This design comes from an exercise in tuning for small area on the open sky130 flow, not from production work.
The RTL was checked by simulation tests, not by an equivalence proof against the original design.
No activity file was given, so power comes from the tool's default toggle rates.

==> inputs of tundra <==
==> flow/design.v <==
package heapsort_pkg;
   localparam int DATA_W = 32;
   localparam int DIGITS  = 4;
   localparam int DIGIT_W = DATA_W / DIGITS;
endpackage
import heapsort_pkg::*;
module heap_dpram #(
   parameter int NW = 31
)(
   input  logic                  clk,
   input  logic [NW-1:0]         i_we,
   input  logic [DIGIT_W-1:0]    i_wdig,
   output logic [NW*DIGIT_W-1:0] o_rdig
);
   for (genvar g = 0; g < NW; g++) begin : g_word
      logic [DATA_W-1:0]  r_word;
      logic [DIGIT_W-1:0] w_wrap;
      assign o_rdig[g*DIGIT_W +: DIGIT_W] = r_word[DATA_W-1 -: DIGIT_W];
      assign w_wrap = i_we[g] ? i_wdig : r_word[DATA_W-1 -: DIGIT_W];
      always_ff @(posedge clk)
         r_word <= {r_word[DATA_W-DIGIT_W-1:0], w_wrap};
   end
endmodule
import heapsort_pkg::*;
module heapsort #(
   parameter int LEVEL = 4
)(
   input  logic              clk,
   input  logic              rst,
   input  logic              fs,
   input  logic              en_rec_in,
   input  logic [DATA_W-1:0] data_in,
   output logic [DATA_W-1:0] data_out
);
   localparam int N  = (2 ** (LEVEL + 1)) - 1;
   localparam int IW = LEVEL + 1;
   localparam int PW = 2;      
   localparam logic [IW-1:0] LAST  = IW'(N - 1);
   localparam logic [PW-1:0] PLAST = PW'(DIGITS - 1);
   logic              r_fs;
   logic [PW-1:0]     r_ph;       
   logic              r_ph0;      
   logic              r_steady;   
   logic [IW-1:0]     r_cnt;      
   logic [IW-1:0]     r_idx;      
   logic              r_pend;     
   logic              r_win;      
   logic              r_fin;      
   logic [N-1:0]      r_drn;      
   logic [N-1:0]      r_alive;
   logic              r_alive_p;  
   logic              r_swp;      
   logic [DATA_W-1:0] r_pn;
   logic [DATA_W-1:0] r_dout;
   logic                 w_evt;
   logic                 w_full;
   logic [N-1:0]         w_sel;
   logic [N-1:0]         w_we;
   logic [N-1:0]         w_tgt;
   logic [N-1:0]         w_drn;
   logic [N*DIGIT_W-1:0] w_rdig;
   logic [N-1:0]         w_alive;
   logic                 w_alive_p;
   logic [DIGIT_W-1:0]   w_min;
   logic [IW-1:0]        w_first;
   logic [IW-1:0]        w_nidx;
   assign w_evt    = fs & ~r_fs & en_rec_in;
   assign w_full   = (r_cnt == LAST);
   assign data_out = r_dout;
   assign w_nidx = (!r_fin || r_alive_p) ? r_idx : r_steady ? w_first : r_cnt;
   always_comb begin
      w_sel = '0;
      w_sel[w_nidx] = 1'b1;
      w_tgt = '0;
      w_tgt[r_idx] = 1'b1;
      w_we = r_win ? w_tgt : '0;
   end
   heap_dpram #(.NW(N)) u_store (
      .clk    (clk),
      .i_we   (w_we),
      .i_wdig (r_pn[DATA_W-1 -: DIGIT_W]),
      .o_rdig (w_rdig)
   );
   always_comb begin
      logic z;
      w_alive   = r_ph0 ? r_drn : r_alive;
      w_alive_p = r_ph0 ? (r_win & r_swp) : r_alive_p;
      for (int b = DIGIT_W - 1; b >= 0; b--) begin
         z = w_alive_p & ~r_pn[DATA_W - DIGIT_W + b];
         for (int w = 0; w < N; w++) z = z | (w_alive[w] & ~w_rdig[w*DIGIT_W + b]);
         w_min[b] = ~z;
         for (int w = 0; w < N; w++) w_alive[w] = w_alive[w] & ~(w_rdig[w*DIGIT_W + b] & z);
         w_alive_p = w_alive_p & ~(r_pn[DATA_W - DIGIT_W + b] & z);
      end
   end
   assign w_drn = (r_fin & r_swp & ~r_alive_p) ? (r_drn | w_tgt) : r_drn;
   always_comb begin
      w_first = '0;
      for (int w = N - 1; w >= 0; w--)
         if (r_alive[w]) w_first = IW'(w);
   end
   always_ff @(posedge clk) begin
      r_alive   <= w_alive;
      r_alive_p <= w_alive_p;
      if (w_evt)      r_pn <= data_in;
      else if (r_win) r_pn <= {r_pn[DATA_W-DIGIT_W-1:0], w_min};
      if (w_evt & w_full) r_drn <= ~w_sel;
      else if (w_evt)     r_drn <= w_drn & ~w_sel;
      else                r_drn <= w_drn;
      if (w_evt)          r_swp <= w_full;
      if (!rst) begin
         r_fs     <= 1'b0;
         r_ph     <= '0;
         r_ph0    <= 1'b1;
         r_steady <= 1'b0;
         r_cnt    <= '0;
         r_idx    <= '0;
         r_pend   <= 1'b0;
         r_win    <= 1'b0;
         r_fin    <= 1'b0;
         r_dout   <= '0;
      end else begin
         r_fs <= fs;
         r_ph <= r_ph + PW'(1);
         r_ph0 <= (r_ph == PLAST);
         if (w_evt) begin
            if (r_steady) r_dout <= r_pn;
            if (w_full) begin
               r_cnt    <= '0;
               r_steady <= 1'b1;
            end else begin
               r_cnt <= r_cnt + IW'(1);
            end
         end
         if (r_ph == PLAST) begin
            r_win  <= r_pend | w_evt;
            r_pend <= 1'b0;
         end else if (w_evt) begin
            r_pend <= 1'b1;
         end
         r_fin <= r_win & (r_ph == PLAST);
         r_idx <= w_nidx;
      end
   end
endmodule
==> flow/flow/run.sh <==
#!/bin/bash
# Layout flow: the standard ORFS flow with three changes.
#  1. After the standard synthesis (run unchanged), the combinational logic of
#     its netlist is re-mapped for area by Yosys/ABC (remap.ys, remap.abc).
#     Every register keeps its instance name and cell type.
#  2. Ports are buffered with sky130_fd_sc_hd__buf_1.
#  3. Clock tree synthesis adds no dummy loads.
# Each tool's output goes to its own log here (synth.log, remap_models.log,
# remap.log, make.log); ORFS keeps per-step logs under orfs/logs/.
set -euo pipefail
W=$(pwd)
P=${FLOW_PLATFORM:-sky130hd}
R=$W/orfs/results/$P/heapsort/base
L=$W/orfs/logs/$P/heapsort/base
LIB=$FLOW_HOME/platforms/$P/lib/sky130_fd_sc_hd__tt_025C_1v80.lib
YS=${YOSYS_EXE:-$(command -v yosys || echo $FLOW_HOME/../tools/install/yosys/bin/yosys)}

bash standard.sh synth > synth.log 2>&1

cp "$R/1_2_yosys.v" "$W/std_netlist.v"
python3 flow/mkmodels.py "$LIB" "$W/cells_comb.v" > remap_models.log 2>&1
DU=$(grep -h "abc -script" "$L/1_2_yosys.log" | head -1 | grep -o -- "-dont_use [A-Za-z0-9_]*" | tr '\n' ' ')
sed -e "s#@LIB@#$LIB#g" -e "s#@DU@#$DU#" -e "s#@IN@#$W/std_netlist.v#" \
    -e "s#@OUT@#$R/1_2_yosys.v#" -e "s#@MODELS@#$W/cells_comb.v#" \
    -e "s#@ABC@#$W/flow/remap.abc#" -e "s#@CONSTR@#$W/flow/abc.constr#" \
    -e "s#@TOP@#${FLOW_TOP:-heapsort}#" flow/remap.ys > remap_run.ys
"$YS" -s remap_run.ys > remap.log 2>&1

export BUFFER_PORTS_ARGS="-buffer_cell sky130_fd_sc_hd__buf_1"
export CTS_ARGS="-sink_clustering_enable -repair_clock_nets -dont_use_dummy_load -buf_list sky130_fd_sc_hd__clkbuf_16 -sink_clustering_size 24 -sink_clustering_max_diameter 70"
bash standard.sh finish > make.log 2>&1
==> flow/flow/abc.constr <==
set_driving_cell sky130_fd_sc_hd__buf_1
set_load 5
==> flow/flow/mkmodels.py <==
# Writes Verilog models of the platform's combinational cells, taken from the
# liberty "function" attributes, so Yosys can re-map a mapped netlist's logic.
# usage: python3 mkmodels.py LIBERTY OUT.v
import re, sys
lib = open(sys.argv[1]).read()
out = []
for c in re.split(r'\n\s*cell\s*\(', lib)[1:]:
    name = re.match(r'\s*"?(\w+)"?', c).group(1)
    if re.search(r'\n\s*(ff|latch|statetable)\s*\(', c):
        continue
    pins = []
    for m in re.finditer(r'\n\s*pin\s*\(\s*"?(\w+)"?\s*\)\s*\{(.*?)\n\s{8}\}', c, re.S):
        body = m.group(2)
        d = re.search(r'direction\s*:\s*"?(\w+)"?', body).group(1)
        f = re.search(r'function\s*:\s*"([^"]*)"', body)
        pins.append((m.group(1), d, f.group(1) if f else None))
    outs = [p for p in pins if p[1] == 'output']
    if not outs or any(p[2] is None for p in outs):
        continue
    ins = [p[0] for p in pins if p[1] == 'input']
    s = f"module {name}({', '.join(ins + [p[0] for p in outs])});\n"
    for i in ins:
        s += f"  input {i};\n"
    for p in outs:
        e = p[2].replace('!', '~').replace('+', '|').replace('*', '&')
        s += f"  output {p[0]};\n  assign {p[0]} = {e};\n"
    out.append(s + "endmodule\n")
open(sys.argv[2], 'w').write(''.join(out))
print(f"{len(out)} combinational cell models")
==> flow/flow/remap.abc <==
strash
&get -n
&st
&syn2
&dch -f
&nf -a -R 1000
&put
topo
stime -c
buffer -c
upsize -c
dnsize -c
==> flow/flow/remap.ys <==
# Re-map the combinational logic of the standard synthesis netlist for area.
# Registers (and every other sequential cell) stay the same instances with the
# same names and cell types: they are read as black boxes from the liberty.
read_verilog @MODELS@
read_liberty -lib -ignore_redef @LIB@
read_verilog @IN@
hierarchy -check -top @TOP@
flatten
opt_clean -purge
techmap
opt -fast
abc -script @ABC@ -liberty @LIB@ @DU@ -constr @CONSTR@ -D 11000
opt_clean -purge
delete t:$scopeinfo
hilomap -singleton -hicell sky130_fd_sc_hd__conb_1 HI -locell sky130_fd_sc_hd__conb_1 LO
insbuf -buf sky130_fd_sc_hd__buf_4 A X
check -mapped
stat -liberty @LIB@
write_verilog -nohex -nodec @OUT@
==> flow/standard.sh <==
#!/bin/bash
# synth_recipe.tcl (not shown) runs the flow's synth.tcl, then flattens the netlist and writes it again
# the make line also repeats each setting of config.mk as NAME=value (left out here)
make -C /OpenROAD-flow-scripts/flow DESIGN_CONFIG=/design/flow/config.mk WORK_HOME=/design/flow/orfs CLKGATE_MAP_FILE= SYNTH_SCRIPT=/design/flow/synth_recipe.tcl "${@:-finish}"
==> flow/config.mk <==
export PLATFORM = sky130hd
export DESIGN_NAME = heapsort
export DESIGN_NICKNAME = heapsort
export VERILOG_FILES = /design/flow/design.v
export SDC_FILE = /design/flow/constraint.sdc
export NUM_CORES = 4
export LEC_CHECK = 0
export ABC_AREA = 1
export CAP_MARGIN = 20
export CORE_MARGIN = 2
export CORE_UTILIZATION = 50
export CTS_BUF_LIST = sky130_fd_sc_hd__clkbuf_16
export CTS_CLUSTER_DIAMETER = 70
export CTS_CLUSTER_SIZE = 24
export GPL_TIMING_DRIVEN = 0
export PLACE_DENSITY = 0.65
export SLEW_MARGIN = 20
==> flow/constraint.sdc <==
create_clock -name core_clock -period 14.0 [get_ports {clk}]
set_input_delay 2.8000 -clock core_clock [delete_from_list [all_inputs] [get_ports {clk}]]
set_output_delay 2.8000 -clock core_clock [all_outputs]
set_load 0.01 [all_outputs]
==> nickel: changes against tundra <==
==> flow/design.v, changed modules only <==
module heapsort #(
   parameter int LEVEL = 4
)(
   input  logic              clk,
   input  logic              rst,
   input  logic              fs,
   input  logic              en_rec_in,
   input  logic [DATA_W-1:0] data_in,
   output logic [DATA_W-1:0] data_out
);
   localparam int N  = (2 ** (LEVEL + 1)) - 1;
   localparam int IW = LEVEL + 1;
   localparam int PW = 2;      
   localparam logic [IW-1:0] LAST  = IW'(N - 1);
   localparam logic [PW-1:0] PLAST = PW'(DIGITS - 1);
   logic              r_fs;
   logic [PW-1:0]     r_ph;       
   logic              r_ph0;      
   logic              r_steady;   
   logic [IW-1:0]     r_cnt;      
   logic [IW-1:0]     r_idx;      
   logic              r_pend;     
   logic              r_win;      
   logic              r_fin;      
   logic              r_late;     
   logic [N-1:0]      r_drn;      
   logic [N-1:0]      r_alive;
   logic              r_alive_p;  
   logic              r_swp;      
   logic [DATA_W-1:0] r_pn;
   logic [DATA_W-1:0] r_dout;
   logic                 w_evt;
   logic                 w_full;
   logic [N-1:0]         w_we;
   logic [N-1:0]         w_tgt;
   logic                 w_clr;
   logic                 w_add;
   logic [N*DIGIT_W-1:0] w_rdig;
   logic [N-1:0]         w_alive;
   logic                 w_alive_p;
   logic [DIGIT_W-1:0]   w_min;
   logic [IW-1:0]        w_first;
   assign w_evt    = fs & ~r_fs & en_rec_in;
   assign w_full   = (r_cnt == LAST);
   assign data_out = r_dout;
   always_comb begin
      w_tgt = '0;
      w_tgt[r_idx] = 1'b1;
      w_we = r_win ? w_tgt : '0;
   end
   heap_dpram #(.NW(N)) u_store (
      .clk    (clk),
      .i_we   (w_we),
      .i_wdig (r_pn[DATA_W-1 -: DIGIT_W]),
      .o_rdig (w_rdig)
   );
   always_comb begin
      logic z;
      w_alive   = r_ph0 ? r_drn : r_alive;
      w_alive_p = r_ph0 ? (r_win & r_swp) : r_alive_p;
      for (int b = DIGIT_W - 1; b >= 0; b--) begin
         z = w_alive_p & ~r_pn[DATA_W - DIGIT_W + b];
         for (int w = 0; w < N; w++) z = z | (w_alive[w] & ~w_rdig[w*DIGIT_W + b]);
         w_min[b] = ~z;
         for (int w = 0; w < N; w++) w_alive[w] = w_alive[w] & ~(w_rdig[w*DIGIT_W + b] & z);
         w_alive_p = w_alive_p & ~(r_pn[DATA_W - DIGIT_W + b] & z);
      end
   end
   assign w_clr = w_evt | r_late;
   assign w_add = r_fin & r_swp & ~r_alive_p;
   always_comb begin
      w_first = '0;
      for (int w = N - 1; w >= 0; w--)
         if (r_alive[w]) w_first = IW'(w);
   end
   always_ff @(posedge clk) begin
      r_alive   <= w_alive;
      r_alive_p <= w_alive_p;
      r_pn <= ({DATA_W{w_evt}} & data_in) |
              ({DATA_W{~w_evt & r_win}} & {r_pn[DATA_W-DIGIT_W-1:0], w_min}) |
              ({DATA_W{~w_evt & ~r_win}} & r_pn);
      if (w_evt & w_full) r_drn <= r_fin ? '1 : ~w_tgt;
      else                r_drn <= (r_drn & ~(w_clr ? w_tgt : '0)) | (w_add ? w_tgt : '0);
      if (w_evt)          r_swp <= w_full;
      if (!rst) begin
         r_fs     <= 1'b0;
         r_ph     <= '0;
         r_ph0    <= 1'b1;
         r_steady <= 1'b0;
         r_cnt    <= '0;
         r_idx    <= '0;
         r_pend   <= 1'b0;
         r_win    <= 1'b0;
         r_fin    <= 1'b0;
         r_late   <= 1'b0;
         r_dout   <= '0;
      end else begin
         r_fs <= fs;
         r_ph <= r_ph + PW'(1);
         r_ph0 <= (r_ph == PLAST);
         if (w_evt) begin
            if (r_steady) r_dout <= r_pn;
            if (w_full) begin
               r_cnt    <= '0;
               r_steady <= 1'b1;
            end else begin
               r_cnt <= r_cnt + IW'(1);
            end
         end
         if (r_ph == PLAST) begin
            r_win  <= r_pend | w_evt;
            r_pend <= 1'b0;
         end else if (w_evt) begin
            r_pend <= 1'b1;
         end
         r_fin <= r_win & (r_ph == PLAST);
         if (r_fin && !r_alive_p) r_idx <= r_steady ? w_first : r_cnt;
         r_late <= w_evt & r_fin;
      end
   end
endmodule
==> flow/flow/run.sh (replaced) <==
#!/bin/bash
# Layout flow: the standard ORFS flow with three changes.
#  1. After the standard synthesis (run unchanged), the combinational logic of
#     its netlist is re-mapped for area by Yosys/ABC (remap.ys with each of
#     remap*.abc; the smallest result is kept). Every register keeps its
#     instance name and cell type.
#  2. Ports are buffered with sky130_fd_sc_hd__buf_1.
#  3. Clock tree synthesis adds no dummy loads and uses small clock buffers.
# Each tool's output goes to its own log here (synth.log, remap_models.log,
# remap_N.log, make.log); ORFS keeps per-step logs under orfs/logs/.
set -euo pipefail
W=$(pwd)
P=${FLOW_PLATFORM:-sky130hd}
R=$W/orfs/results/$P/heapsort/base
L=$W/orfs/logs/$P/heapsort/base
LIB=$FLOW_HOME/platforms/$P/lib/sky130_fd_sc_hd__tt_025C_1v80.lib
YS=${YOSYS_EXE:-$(command -v yosys || echo $FLOW_HOME/../tools/install/yosys/bin/yosys)}

bash standard.sh synth > synth.log 2>&1

cp "$R/1_2_yosys.v" "$W/std_netlist.v"
python3 flow/mkmodels.py "$LIB" "$W/cells_comb.v" > remap_models.log 2>&1
DU=$(grep -h "abc -script" "$L/1_2_yosys.log" | head -1 | grep -o -- "-dont_use [A-Za-z0-9_]*" | tr '\n' ' ')
# Each remap*.abc is tried (up to 4 at a time); the smallest netlist is kept.
remap_one() {
  local abc=$1 n
  n=$(basename "$abc" .abc)
  sed -e "s#@LIB@#$LIB#g" -e "s#@DU@#$DU#" -e "s#@IN@#$W/std_netlist.v#" \
      -e "s#@OUT@#$W/$n.v#" -e "s#@MODELS@#$W/cells_comb.v#" \
      -e "s#@ABC@#$W/$abc#" -e "s#@CONSTR@#$W/flow/abc.constr#" \
      -e "s#@TOP@#${FLOW_TOP:-heapsort}#" flow/remap.ys > "$n.ys"
  timeout 900 "$YS" -s "$n.ys" > "$n.log" 2>&1 || rm -f "$W/$n.v"
}
jobs_run=0
for abc in flow/remap*.abc; do
  remap_one "$abc" &
  jobs_run=$((jobs_run + 1))
  if (( jobs_run % 4 == 0 )); then wait; fi
done
wait
best=""; best_area=""
for abc in flow/remap*.abc; do
  n=$(basename "$abc" .abc)
  [[ -s "$W/$n.v" ]] || continue
  a=$(grep "Chip area" "$n.log" | tail -1 | awk '{print $NF}')
  [[ -n "$a" ]] || continue
  echo "$n $a" >> remap_areas.txt
  if [[ -z "$best_area" ]] || awk -v a="$a" -v b="$best_area" 'BEGIN{exit !(a<b)}'; then
    best=$n; best_area=$a
  fi
done
echo "kept $best $best_area" >> remap_areas.txt
if [[ -n "$best" ]]; then cp "$W/$best.v" "$R/1_2_yosys.v"; fi

export BUFFER_PORTS_ARGS="-buffer_cell sky130_fd_sc_hd__buf_1"
export CTS_ARGS="-sink_clustering_enable -repair_clock_nets -dont_use_dummy_load -buf_list sky130_fd_sc_hd__clkbuf_4 -sink_clustering_size 10 -sink_clustering_max_diameter 40"
bash standard.sh finish > make.log 2>&1
--- a/flow/flow/remap.ys
+++ b/flow/flow/remap.ys
@@ -6,6 +6,9 @@
 read_verilog @IN@
 hierarchy -check -top @TOP@
 flatten
+# Nets named after the ports of flattened cells (_NNN_.PIN) give way to the
+# design's own names, so no port is left behind an assign (and a buffer).
+rename -hide w:_*_.*
 opt_clean -purge
 techmap
 opt -fast
==> flow/flow/remap1.abc (new file) <==
strash
&get -n
&st
&syn2
&dch -f
&nf -a -R 1000
&put
topo
stime -c
buffer -c
upsize -c
dnsize -c
==> flow/flow/remap2.abc (new file) <==
strash
&get -n
&st
&syn3
&dch -f
&nf -a -R 1000
&put
topo
stime -c
buffer -c
upsize -c
dnsize -c
==> flow/flow/remap3.abc (new file) <==
strash
&get -n
&st
&syn2
&dch -f
&nf -a -R 1000
&st
&syn2
&dch -f
&nf -a -R 1000
&put
topo
stime -c
buffer -c
upsize -c
dnsize -c
==> flow/flow/remap4.abc (new file) <==
strash
&get -n
&st
&dch -f
&nf -a -R 1000
&put
topo
stime -c
buffer -c
upsize -c
dnsize -c
==> flow/flow/remap5.abc (new file) <==
strash
&get -n
&st
&deepsyn -T 60 -S 7
&dch -f
&nf -a -R 1000
&put
topo
stime -c
buffer -c
upsize -c
dnsize -c
==> flow/flow/remap6.abc (new file) <==
strash
&get -n
&st
&deepsyn -T 60
&dch -f
&nf -a -R 1000
&put
topo
stime -c
buffer -c
upsize -c
dnsize -c
==> flow/flow/remap7.abc (new file) <==
strash
&get -n
&st
&syn2
&deepsyn -T 120
&dch -f
&nf -a -R 1000
&put
topo
stime -c
buffer -c
upsize -c
dnsize -c
- CORE_UTILIZATION: 50 -> 65
- CTS_BUF_LIST: sky130_fd_sc_hd__clkbuf_16 -> default
- CTS_CLUSTER_DIAMETER: 70 -> default
- CTS_CLUSTER_SIZE: 24 -> default
- PLACE_DENSITY: 0.65 -> 0.85
removed: flow/flow/remap.abc
==> delta: changes against tundra <==
==> flow/design.v, changed modules only <==
module heapsort #(
   parameter int LEVEL = 4
)(
   input  logic              clk,
   input  logic              rst,
   input  logic              fs,
   input  logic              en_rec_in,
   input  logic [DATA_W-1:0] data_in,
   output logic [DATA_W-1:0] data_out
);
   localparam int N  = (2 ** (LEVEL + 1)) - 1;
   localparam int IW = LEVEL + 1;
   localparam int PW = 2;      
   localparam logic [IW-1:0] LAST  = IW'(N - 1);
   localparam logic [PW-1:0] PLAST = PW'(DIGITS - 1);
   logic              r_fs;
   logic [PW-1:0]     r_ph;       
   logic              r_ph0;      
   logic              r_steady;   
   logic [IW-1:0]     r_cnt;      
   logic [IW-1:0]     r_idx;      
   logic              r_pend;     
   logic              r_win;      
   logic              r_fin;      
   logic              r_late;     
   logic [N-1:0]      r_drn;      
   logic [N-1:0]      r_alive;
   logic              r_alive_p;  
   logic              r_swp;      
   logic [DATA_W-1:0] r_pn;
   logic [DATA_W-1:0] r_dout;
   logic                 w_evt;
   logic                 w_full;
   logic [N-1:0]         w_we;
   logic [N-1:0]         w_tgt;
   logic                 w_clr;
   logic                 w_add;
   logic [N*DIGIT_W-1:0] w_rdig;
   logic [N-1:0]         w_alive;
   logic                 w_alive_p;
   logic [DIGIT_W-1:0]   w_min;
   logic [IW-1:0]        w_first;
   assign w_evt    = fs & ~r_fs & en_rec_in;
   assign w_full   = (r_cnt == LAST);
   assign data_out = r_dout;
   always_comb begin
      w_tgt = '0;
      w_tgt[r_idx] = 1'b1;
      w_we = r_win ? w_tgt : '0;
   end
   heap_dpram #(.NW(N)) u_store (
      .clk    (clk),
      .i_we   (w_we),
      .i_wdig (r_pn[DATA_W-1 -: DIGIT_W]),
      .o_rdig (w_rdig)
   );
   always_comb begin
      logic z;
      w_alive   = r_ph0 ? r_drn : r_alive;
      w_alive_p = r_ph0 ? (r_win & r_swp) : r_alive_p;
      for (int b = DIGIT_W - 1; b >= 0; b--) begin
         z = w_alive_p & ~r_pn[DATA_W - DIGIT_W + b];
         for (int w = 0; w < N; w++) z = z | (w_alive[w] & ~w_rdig[w*DIGIT_W + b]);
         w_min[b] = ~z;
         for (int w = 0; w < N; w++) w_alive[w] = w_alive[w] & ~(w_rdig[w*DIGIT_W + b] & z);
         w_alive_p = w_alive_p & ~(r_pn[DATA_W - DIGIT_W + b] & z);
      end
   end
   assign w_clr = w_evt | r_late;
   assign w_add = r_fin & r_swp & ~r_alive_p;
   always_comb begin
      w_first = '0;
      for (int w = N - 1; w >= 0; w--)
         if (r_alive[w]) w_first = IW'(w);
   end
   always_ff @(posedge clk) begin
      r_alive   <= w_alive;
      r_alive_p <= w_alive_p;
      if (w_evt)      r_pn <= data_in;
      else if (r_win) r_pn <= {r_pn[DATA_W-DIGIT_W-1:0], w_min};
      if (w_evt & w_full) r_drn <= r_fin ? '1 : ~w_tgt;
      else                r_drn <= (r_drn & ~(w_clr ? w_tgt : '0)) | (w_add ? w_tgt : '0);
      if (w_evt)          r_swp <= w_full;
      if (!rst) begin
         r_fs     <= 1'b0;
         r_ph     <= '0;
         r_ph0    <= 1'b1;
         r_steady <= 1'b0;
         r_cnt    <= '0;
         r_idx    <= '0;
         r_pend   <= 1'b0;
         r_win    <= 1'b0;
         r_fin    <= 1'b0;
         r_late   <= 1'b0;
         r_dout   <= '0;
      end else begin
         r_fs <= fs;
         r_ph <= r_ph + PW'(1);
         r_ph0 <= (r_ph == PLAST);
         if (w_evt) begin
            if (r_steady) r_dout <= r_pn;
            if (w_full) begin
               r_cnt    <= '0;
               r_steady <= 1'b1;
            end else begin
               r_cnt <= r_cnt + IW'(1);
            end
         end
         if (r_ph == PLAST) begin
            r_win  <= r_pend | w_evt;
            r_pend <= 1'b0;
         end else if (w_evt) begin
            r_pend <= 1'b1;
         end
         r_fin <= r_win & (r_ph == PLAST);
         if (r_fin && !r_alive_p) r_idx <= r_steady ? w_first : r_cnt;
         r_late <= w_evt & r_fin;
      end
   end
endmodule
--- a/flow/flow/run.sh
+++ b/flow/flow/run.sh
@@ -27,5 +27,5 @@
 "$YS" -s remap_run.ys > remap.log 2>&1
 
 export BUFFER_PORTS_ARGS="-buffer_cell sky130_fd_sc_hd__buf_1"
-export CTS_ARGS="-sink_clustering_enable -repair_clock_nets -dont_use_dummy_load -buf_list sky130_fd_sc_hd__clkbuf_16 -sink_clustering_size 24 -sink_clustering_max_diameter 70"
+export CTS_ARGS="-sink_clustering_enable -repair_clock_nets -dont_use_dummy_load -buf_list sky130_fd_sc_hd__clkbuf_4 -sink_clustering_size 10 -sink_clustering_max_diameter 40"
 bash standard.sh finish > make.log 2>&1
==> comparison <==
- nickel went through all stages and came out clean. delta ran to the end with no violations. tundra went through all stages and came out clean.
- Utilization, lowest first: delta, tundra, nickel.
- First-iteration DRC count: nickel > delta > tundra.
- Clock power, highest first: tundra, delta, nickel.
- Global-route usage, highest first: nickel, delta, tundra.
- In delta the critical path depth is higher than in nickel, by 5.
- Synthesized cell count: delta > tundra > nickel.

what the ideal ports hide:
No port has a modelled driver above. Below, the same layouts with a new extraction and two added sets of constraints.
Step 1, drivers: a clkbuf_16 drives clk and a buf_2 each remaining input, both assumed.
Step 2 also shifts input and output timing later by t, the mid clock arrival at the registers, as if the neighbouring blocks saw the same clock.
Three values: no drivers, after step 1, after step 2; two values: the first two.
| run | shift t [ns] | setup slack, ns | hold WS [ns] |
|---|---|---|---|
| tundra | 0.694 | 0.980 / 0.980 / 0.980 | 0.263 / 0.263 / 0.263 |
| nickel | 1.026 | 0.546 / 0.546 / 0.546 | 0.279 / 0.279 / 0.279 |
| delta | 1.028 | 0.648 / 0.648 / 0.648 | 0.254 / 0.254 / 0.254 |
After both steps setup and hold are still met in every run listed.
